From an optimization exercise on the open Yosys and OpenROAD flow, aimed at small area and few clock cycles per item; shortcuts taken in it are not production practice.
The RTL was checked by simulation tests, not by an equivalence proof against the original design.
Power is estimated from default activity; no workload was simulated.

### flow/design.v
`default_nettype none
package teq_pkg;
   localparam int DEFAULT_CAPACITY = 32;
   localparam int ACTION_W = 2;
   localparam int INDEX_W  = 16;
   localparam int TIME_W   = 32;
   localparam int STATUS_W = 3;
   localparam int COUNT_W  = 6;
   localparam logic [ACTION_W-1:0] ACT_INSERT = 2'd0;
   localparam logic [ACTION_W-1:0] ACT_LIST   = 2'd1;
   localparam logic [ACTION_W-1:0] ACT_CLEAR  = 2'd2;
   localparam logic [STATUS_W-1:0] STS_INSERTED = 3'd0;
   localparam logic [STATUS_W-1:0] STS_FULL     = 3'd1;
   localparam logic [STATUS_W-1:0] STS_CLEARED  = 3'd2;
   localparam logic [STATUS_W-1:0] STS_LISTED   = 3'd3;
   localparam logic [STATUS_W-1:0] STS_EMPTY    = 3'd4;
   typedef struct packed {
      logic load_new;    
      logic shift;       
      logic rotate;      
      logic wrap;        
   } cell_ctl_type;
   typedef enum logic [1:0] {
      S_IDLE = 2'b01,
      S_LIST = 2'b10
   } state_type;
endpackage
`default_nettype wire
`default_nettype none
module time_sorted_event_queue_unit #(
   parameter int CAPACITY = teq_pkg::DEFAULT_CAPACITY
) (
   input  wire logic                        clock,
   input  wire logic                        reset,
   input  wire logic                        start,
   output logic                             busy,
   input  wire logic [teq_pkg::ACTION_W-1:0] req_action,
   input  wire logic [teq_pkg::INDEX_W-1:0]  req_spike_index,
   input  wire logic [teq_pkg::TIME_W-1:0]   req_spike_time,
   output logic                             rsp_strobe,
   output logic [teq_pkg::STATUS_W-1:0]      rsp_status,
   output logic [teq_pkg::INDEX_W-1:0]       rsp_entry_index,
   output logic [teq_pkg::TIME_W-1:0]        rsp_entry_time,
   output logic [teq_pkg::COUNT_W-1:0]       rsp_entry_count,
   output logic                             rsp_last
);
   localparam int CNT_W  = $clog2(CAPACITY + 1);
   localparam int RANK_W = (CAPACITY > 1) ? $clog2(CAPACITY) : 1;
   localparam int IW     = teq_pkg::INDEX_W;
   localparam int TW     = teq_pkg::TIME_W;
   localparam int GRAN   = 4;
   logic [IW-1:0]     s_index [CAPACITY];
   logic [TW-1:0]     s_time  [CAPACITY];
   logic [RANK_W-1:0] s_rank  [CAPACITY];
   logic [CAPACITY-1:0] s_mv;
   logic [CAPACITY-1:0] s_v;         
   logic [CNT_W-1:0]  occ_ff;        
   logic [CNT_W-1:0]  len_ff;        
   logic              p0_ff;         
   logic              p1_ff;         
   logic              front_ff;      
   logic [7:0][2:0]   part_ff;       
   logic              list_ff;       
   logic [RANK_W-1:0] step_ff;       
   logic                          acc_strobe_ff;
   logic [teq_pkg::STATUS_W-1:0]  acc_status_ff;
   logic [CNT_W-1:0]              acc_count_ff;
   logic                          rsp_strobe_ff;
   logic [teq_pkg::STATUS_W-1:0]  rsp_status_ff;
   logic [CNT_W-1:0]              rsp_count_ff;
   logic                          rsp_last_ff;
   logic [IW-1:0]                 rsp_index_ff;
   logic [TW-1:0]                 rsp_time_ff;
   logic [CAPACITY-1:0] valid, tap, first, cmp, le, mv_out, old1, hit, is_a;
   logic [7:0][2:0]     part;
   logic                front, accept, full, ins, last_step, a_first;
   logic                stall;
   logic [CNT_W-1:0]    ring_len;
   logic                grow;
   logic [RANK_W-1:0]   pos_a, r_out [CAPACITY], r_tap [CAPACITY];
   logic [IW-1:0]       wrap_index, out_index;
   logic [TW-1:0]       wrap_time, out_time;
   logic [RANK_W-1:0]   wrap_rank;
   logic                wrap_mv, wrap_v;
   function automatic logic carry_ge(input logic [31:0] a, input logic [31:0] b,
                                     input logic cin);
      logic [31:0] g0, p0;
      logic [15:0] g1, p1;
      logic [7:0]  g2, p2;
      logic [3:0]  g3, p3;
      logic [1:0]  g4, p4;
      logic        g5, p5;
      g0 = a & ~b;
      p0 = a | ~b;
      for (int j = 0; j < 16; j++) begin
         g1[j] = g0[2*j+1] | (p0[2*j+1] & g0[2*j]);
         p1[j] = p0[2*j+1] & p0[2*j];
      end
      for (int j = 0; j < 8; j++) begin
         g2[j] = g1[2*j+1] | (p1[2*j+1] & g1[2*j]);
         p2[j] = p1[2*j+1] & p1[2*j];
      end
      for (int j = 0; j < 4; j++) begin
         g3[j] = g2[2*j+1] | (p2[2*j+1] & g2[2*j]);
         p3[j] = p2[2*j+1] & p2[2*j];
      end
      for (int j = 0; j < 2; j++) begin
         g4[j] = g3[2*j+1] | (p3[2*j+1] & g3[2*j]);
         p4[j] = p3[2*j+1] & p3[2*j];
      end
      g5 = g4[1] | (p4[1] & g4[0]);
      p5 = p4[1] & p4[0];
      carry_ge = g5 | (p5 & cin);
   endfunction
   function automatic logic [RANK_W-1:0] sum8(input logic [7:0][2:0] c);
      logic [3:0][3:0] c1;
      logic [1:0][4:0] c2;
      logic [5:0]      c3;
      for (int j = 0; j < 4; j++) c1[j] = {1'b0, c[2*j]} + {1'b0, c[2*j+1]};
      for (int j = 0; j < 2; j++) c2[j] = {1'b0, c1[2*j]} + {1'b0, c1[2*j+1]};
      c3 = {1'b0, c2[0]} + {1'b0, c2[1]};
      sum8 = c3[RANK_W-1:0];
   endfunction
   assign ring_len  = len_ff;
   assign last_step = (CNT_W'(step_ff) == occ_ff - CNT_W'(1));
   assign grow      = (len_ff == '0) || wrap_v;
   assign stall     = wrap_v && (len_ff == CNT_W'(CAPACITY)) && (occ_ff != CNT_W'(CAPACITY));
   assign busy      = (list_ff && !last_step) || stall;
   assign accept    = start && !busy;
   assign full      = (occ_ff >= CNT_W'(CAPACITY));
   assign ins       = accept && (req_action == teq_pkg::ACT_INSERT) && !full;
   always_comb begin
      for (int i = 0; i < CAPACITY; i++) begin
         valid[i] = s_v[i] && (CNT_W'(i) < ring_len);
         tap[i]   = ((i % GRAN) == GRAN - 1) && (CNT_W'(i + 1) == ring_len);
         is_a[i]  = p1_ff && (i == 1);
         old1[i]  = valid[i] && !is_a[i] && !(i == 0 && p0_ff);
      end
      a_first = front_ff;
      for (int i = 0; i < CAPACITY; i++)
         first[i] = is_a[i] ? a_first : ((s_rank[i] == '0) && !(p1_ff && a_first));
      for (int i = 0; i < CAPACITY; i++) begin
         cmp[i] = carry_ge(s_time[0], s_time[i], !first[i]);
         le[i]  = (i != 0) && valid[i] && cmp[i];
      end
      front = !(|(le & first));
      for (int i = 0; i < CAPACITY; i++)
         mv_out[i] = (i != 0) && (front || !le[i]);
      for (int j = 0; j < 8; j++)
         part[j] = 3'(le[4*j]) + 3'(le[4*j+1]) + 3'(le[4*j+2]) + 3'(le[4*j+3]);
      pos_a = front_ff ? '0 : sum8(part_ff);
      for (int i = 0; i < CAPACITY; i++) begin
         r_out[i] = s_rank[i] + RANK_W'(old1[i] && s_mv[i] && p1_ff);
         if (is_a[i]) r_out[i] = pos_a;
         r_tap[i] = r_out[i];
      end
   end
   always_comb begin
      wrap_index = '0;
      wrap_time  = '0;
      wrap_rank  = '0;
      wrap_mv    = 1'b0;
      wrap_v     = 1'b0;
      out_index  = '0;
      out_time   = '0;
      for (int i = 0; i < CAPACITY; i++) begin
         hit[i] = list_ff && valid[i] && ((step_ff == '0) ? first[i] : (s_rank[i] == step_ff));
         if (tap[i]) begin
            wrap_index = wrap_index | s_index[i];
            wrap_time  = wrap_time  | s_time[i];
            wrap_rank  = wrap_rank  | r_tap[i];
            wrap_mv    = wrap_mv    | mv_out[i];
            wrap_v     = wrap_v     | s_v[i];
         end
         if (hit[i]) begin
            out_index = out_index | s_index[i];
            out_time  = out_time  | s_time[i];
         end
      end
   end
   always_ff @(posedge clock) begin
      for (int i = 1; i < CAPACITY; i++) begin
         s_index[i] <= s_index[i-1];
         s_time[i]  <= s_time[i-1];
         s_rank[i]  <= r_out[i-1];
         s_mv[i]    <= mv_out[i-1];
         s_v[i]     <= s_v[i-1] && (CNT_W'(i - 1) < ring_len);
      end
      if (ins) begin
         s_index[0] <= req_spike_index;
         s_time[0]  <= req_spike_time;
         s_rank[0]  <= '0;
         s_mv[0]    <= 1'b0;
         s_v[0]     <= 1'b1;
      end else begin
         s_index[0] <= wrap_index;
         s_time[0]  <= wrap_time;
         s_rank[0]  <= wrap_rank;
         s_mv[0]    <= wrap_mv;
         s_v[0]     <= wrap_v;
      end
   end
   always_ff @(posedge clock) begin
      if (reset) begin
         occ_ff        <= '0;
         len_ff        <= '0;
         p0_ff         <= 1'b0;
         p1_ff         <= 1'b0;
         list_ff       <= 1'b0;
         acc_strobe_ff <= 1'b0;
         rsp_strobe_ff <= 1'b0;
      end else begin
         p0_ff         <= ins;
         p1_ff         <= p0_ff;
         acc_strobe_ff <= accept && (req_action != 2'd3) &&
                          !(req_action == teq_pkg::ACT_LIST && occ_ff != '0);
         rsp_strobe_ff <= list_ff || acc_strobe_ff;
         if (list_ff && last_step) list_ff <= 1'b0;
         if (accept) begin
            case (req_action)
               teq_pkg::ACT_INSERT: if (!full) begin
                  occ_ff <= occ_ff + CNT_W'(1);
                  if (grow) len_ff <= len_ff + CNT_W'(GRAN);
               end
               teq_pkg::ACT_LIST:   if (occ_ff != '0) list_ff <= 1'b1;
               teq_pkg::ACT_CLEAR: begin
                  occ_ff <= '0;
                  len_ff <= '0;
               end
               default: ;
            endcase
         end
      end
   end
   always_ff @(posedge clock) begin
      front_ff <= front;
      part_ff  <= part;
      case (req_action)
         teq_pkg::ACT_INSERT: begin
            acc_status_ff <= full ? teq_pkg::STS_FULL : teq_pkg::STS_INSERTED;
            acc_count_ff  <= full ? occ_ff : occ_ff + CNT_W'(1);
         end
         teq_pkg::ACT_LIST: begin
            acc_status_ff <= teq_pkg::STS_EMPTY;
            acc_count_ff  <= '0;
         end
         default: begin
            acc_status_ff <= teq_pkg::STS_CLEARED;
            acc_count_ff  <= '0;
         end
      endcase
   end
   always_ff @(posedge clock) begin
      step_ff <= (list_ff && !last_step) ? step_ff + RANK_W'(1) : '0;
      if (list_ff) begin
         rsp_status_ff <= teq_pkg::STS_LISTED;
         rsp_count_ff  <= occ_ff;
         rsp_last_ff   <= last_step;
         rsp_index_ff  <= out_index;
         rsp_time_ff   <= out_time;
      end else begin
         rsp_status_ff <= acc_status_ff;
         rsp_count_ff  <= acc_count_ff;
         rsp_last_ff   <= 1'b1;
         rsp_index_ff  <= '0;
         rsp_time_ff   <= '0;
      end
   end
   assign rsp_strobe      = rsp_strobe_ff;
   assign rsp_status      = rsp_status_ff;
   assign rsp_entry_index = rsp_index_ff;
   assign rsp_entry_time  = rsp_time_ff;
   assign rsp_entry_count = {{(teq_pkg::COUNT_W-CNT_W){1'b0}}, rsp_count_ff};
   assign rsp_last        = rsp_last_ff;
endmodule
`default_nettype wire
### flow/run.sh
#!/bin/bash
# synth_recipe.tcl (not shown) runs the flow's synth.tcl, then flattens the netlist and writes it again
# the make line also repeats each setting of config.mk as NAME=value (left out here)
make -C /OpenROAD-flow-scripts/flow DESIGN_CONFIG=/design/flow/config.mk WORK_HOME=/design/flow/orfs CLKGATE_MAP_FILE= SYNTH_SCRIPT=/design/flow/synth_recipe.tcl finish
### flow/config.mk
export PLATFORM = sky130hd
export DESIGN_NAME = time_sorted_event_queue_unit
export DESIGN_NICKNAME = time_sorted_event_queue_unit
export VERILOG_FILES = /design/flow/design.v
export SDC_FILE = /design/flow/constraint.sdc
export NUM_CORES = 4
export LEC_CHECK = 0
export CAP_MARGIN = 30
export CORE_MARGIN = 2
export CORE_UTILIZATION = 50
export SETUP_SLACK_MARGIN = 0.1
export SLEW_MARGIN = 20
### flow/constraint.sdc
create_clock -name core_clock -period 5.0 [get_ports {clock}]
set_input_delay 1.0000 -clock core_clock [delete_from_list [all_inputs] [get_ports {clock}]]
set_output_delay 1.0000 -clock core_clock [all_outputs]
set_load 0.01 [all_outputs]
==> out/metrics.csv <==
stage,metric,value,unit
status,status,timing/DRC/antenna clean,
route,DRT Pass-1 Iters,14,
route,DR vias,69640,
yosys,Post-synth EDFFs,0,
worst_setup_path,Crit Path Max Fanout,11,
clock_tree,H-tree levels,4,
yosys,ys async rst share,0,%
timing,RSZ-0062 raised after global routing,false,
placement,# port buffers,112,
worst_setup_path,Worst setup SP type,flop,
worst_setup_path,max incr delay on CP,530,ps
clock_tree,clk buf depth,3,
final_layout,multi-input logic area,32600,µm²
worst_setup_path,"Top cell by count, worst path",inv_1,
timing,# setup viols final,0,
clock_tree,clock root buffer,clkbuf_16,
pwr,Max VDD drop,0.3717,mV
timing,Fin Hold WS,311.7,ps
yosys,Seq cells post-synth,1870,
timing,Slew Limit Headroom,16.44,%
grt,vias in the first global route,63960,
yosys,Mean Syn Cell Area,10.26,µm²
route,DR WL/cell,40.99,µm
final_layout,layout cells sized above 1,9.978,%
route,drt total wl,380500,µm
final_layout,Final nets,7373,
clock_tree,cts bufs inserted,188,
yosys,netlist area before placement,72770,µm²
clock_tree,Clock transition at path regs,60,ps
yosys,top-count cell post-synth,dfxtp_1,
route,DRT antenna net count,0,
timing,Final Max Slew Viols,0,
placement,number of cells after detailed placement,8908,
timing,post-route clock period utilization,96.55,%
pwr,pwr/cell area,427.7,nW/µm²
clock_tree,CTS tree,built,
timing,skew final,65.70,ps
yosys,sequential fraction of the synthesis area,51.44,%
pwr,Seq pwr share,46.9,%
final_layout,FILL cells,12270,
clock_tree,TritonCTS Sinks,1870,
flow_run,maxcap violations,0,
floorplanning,die height,385.5,µm
worst_setup_path,CP cell instances,inv_1 > ha_2 > and2_4 > a22oi_1 > and4_1 > o41a_1 > inv_1 > clkdlybuf4s50_1,
grt,first-pass GRT wire length,512700,µm
yosys,Netlist cell types,102,
floorplanning,Top Ports,113,
floorplanning,floorplan row count,139,
final_layout,sequential cell area,37440,µm²
worst_setup_path,CP max-delay cell,clkdlybuf4s50_1,
yosys,ys flop type,dfxtp_1,
grt,largest net degree at the start of global routing,49,
final_layout,Area Growth Syn to Fin,15.12,%
floorplanning,Initial Utilization,50.54,%
yosys,Synth top area share,51.44,%
floorplanning,core footprint,144000,µm²
yosys,"top cells by area, synth","dfxtp_1 51%, a22oi_1 5.9%, a221oi_1 3.1%",
pwr,Clk network pwr share,42.6,%
route,residual DRC count,0,
yosys,Commonest cells post-synth,"1870 x dfxtp_1, 576 x a22oi_1, 296 x nand3_1",
worst_setup_path,worst setup path class,flop to output port,
grt,Overflow after GRT,0,
pwr,leak pwr,32.09,nW
grt,initial antenna violation count,29,
min_path,worst hold path class,flop to flop,
worst_setup_path,Reg2Reg Depth,11,
pwr,switching power total,10.19,mW
min_path,hold path cells,0,
worst_setup_path,WP data required,4000,ps
timing,Slew @ Worst Pin,1253,ps
yosys,Yosys top cell by area,dfxtp_1,
final_layout,Post-Layout Cell Count,9283,
pwr,Net Sw Frac,28.43,%
yosys,Syn. warnings,6,
pwr,Pwr Total,35.83,mW
pwr,Gate power share,10.5,%
clock_tree,Post-CTS Hold Fix Bufs,0,
yosys,Syn Nets,7258,
timing,total negative slack,0,ps
floorplanning,die area,148600,µm²
yosys,cell count after synthesis,7091,
grt,gr usage total,49.18,%
placement,RD Place Congestion,1.067,
timing,Final Hold Violating Endpoints,0,
floorplanning,die width,385.5,µm
pwr,Power Internal,25.64,mW
route,DR iter-0 viols,14240,
placement,DP HPWL,266200,µm
worst_setup_path,CP endpoint kind,output port,
timing,achievable clock frequency,207.1,MHz
route,Vias/cell,7.502,
final_layout,fin util,58.18,%
timing,fin crit period,4828,ps
clock_tree,clock latency (worst-skew pair),900,ps
worst_setup_path,"Arr. time, crit path",3830,ps
==> layout make-up <==
cell class,instances,area share [%]
sequential,1870,44.69
clock inverter,81,1.553
tap,1903,2.842
inverter,240,1.078
multi-input combinational,4507,38.91
clock buffer,269,6.540
antenna,14,0.04182
timing repair buffer,399,4.340
==> stage by stage <==
stage | area, µm² | setup slack, ps
2_1_floorplan | 72770 | 1565
4_1_cts | 83630 | 148.3
5_1_grt | 83750 | 172.1
3_5_place_dp | 76850 | 512.9
6_report | 83780 | 172.3
3_3_place_gp | 76730 | 501.5
==> layout by cell type (no fill, tap or decap), drive strengths merged, types with 203 or more instances in the layout <==
master     n
nand2b   279
nand3    296
inv      238
clkbuf   270
xnor2    203
a22oi    576
buf      286
dfxtp   1870
a22o     249
a221oi   262
nor2     261
==> critical path: cells and delay by family (launching register included) <==
family,cells,cell delay [ps]
compound gates,2,580
fa+ha+maj,1,430
buf+inv,3,790
flops,1,380
simple gates,2,740
==> path summary, 6_finish.rpt <==
check | startpoint | end | slack (ps)
worst max-delay path | len_ff[3]$_SDFFE_PP0P_ | busy | 170
worst min-delay path | s_index[16][1]$_DFF_P_ | s_index[17][1]$_DFF_P_ | 310
worst max register to register | p1_ff$_SDFF_PP0_ | part_ff[7]$_DFF_P_ | 200
worst min register to register | s_index[16][1]$_DFF_P_ | s_index[17][1]$_DFF_P_ | 310
==> metal layers <==
| metal | vias to the layer above | track usage, % | wire [µm] | part of all wire [%] |
|---|---|---|---|---|
| li1 | 27350 | - | - | - |
| met1 | 33760 | 63.53 | 141200 | 37 |
| met2 | 6738 | 67.47 | 147900 | 39 |
| met3 | 1772 | 18.86 | 58310 | 15 |
| met4 | 26 | 33.07 | 32870 | 8.6 |
| met5 | - | 0.4873 | 225 | 0.059 |
==> cells by family (layout without fill, tap and decap cells) <==
family | after synthesis | after routing | synth area share [%]
compound gates | 2240 | 2240 | 23.68
xor+xnor | 273 | 273 | 3.286
fa+ha+maj | 308 | 308 | 4.893
buf+inv | 718 | 989 | 4.137
flops | 1870 | 1870 | 51.44
mux | 8 | 8 | 0.1203
other cells | 0 | 14 | 0
simple gates | 1674 | 1678 | 12.44
==> power by group through the flow <==
stage          registers (mW)  logic, mW  clock network [mW]
6_report                 16.8       3.75                15.3
5_1_grt                  16.8       3.73                15.8
4_1_cts                  16.7       3.46                15.2
3_5_place_dp             17.0       3.44                   0
3_3_place_gp             17.0       3.44                   0
2_1_floorplan            16.5       1.86                   0
==> registers in the layout (all words and copies together) (netlist names), 3 cells and up <==
register / flops
s_v: 32
occ_ff: 6
len_ff: 4
acc_count_ff: 6
step_ff: 5
s_index: 512
s_time: 1024
rsp_index_ff: 16
s_rank: 160
s_mv: 31
acc_status_ff: 3
rsp_status_ff: 3
rsp_count_ff: 6
rsp_time_ff: 32
part_ff: 23
==> timing repair <==
action / CTS / global route
buffers inserted: 0 / 4
gates resized for setup: 0 / 6
setup endpoints to repair: 0 / 1
Testbench counts, summed over its fixed seeds: cycles 20,371, items 19,868.

[separate check: timing with driven ports]
In the flow no input, the clock included, has a driving cell. The finished layout below was timed again as built, in two steps.
Step 1 (the two cells are an assumption about what drives the block):
set clk [get_ports {clock}]
set_driving_cell -lib_cell sky130_fd_sc_hd__clkbuf_16 $clk
set_driving_cell -lib_cell sky130_fd_sc_hd__buf_2 [delete_from_list [all_inputs] $clk]
Step 2 moves the port delays by t, midway between the first and last clock arrival at a register: inputs arrive t later, outputs are due t later. That takes back most of the time a late clock gives input paths.
Three values: ideal ports, drivers, drivers and shift; two values: the first two.
shift t [ns]: 0.944
setup WS [ns]: 0.172 / 0.090 / 0.203
worst register clock-pin slew, ns: 0.07 / 0.07
cell pins on the clock port's net: 1
After both steps this run still meets setup and hold. For this run, drivers alone change the setup slack by -0.082 ns; drivers and shift together by +0.031 ns.
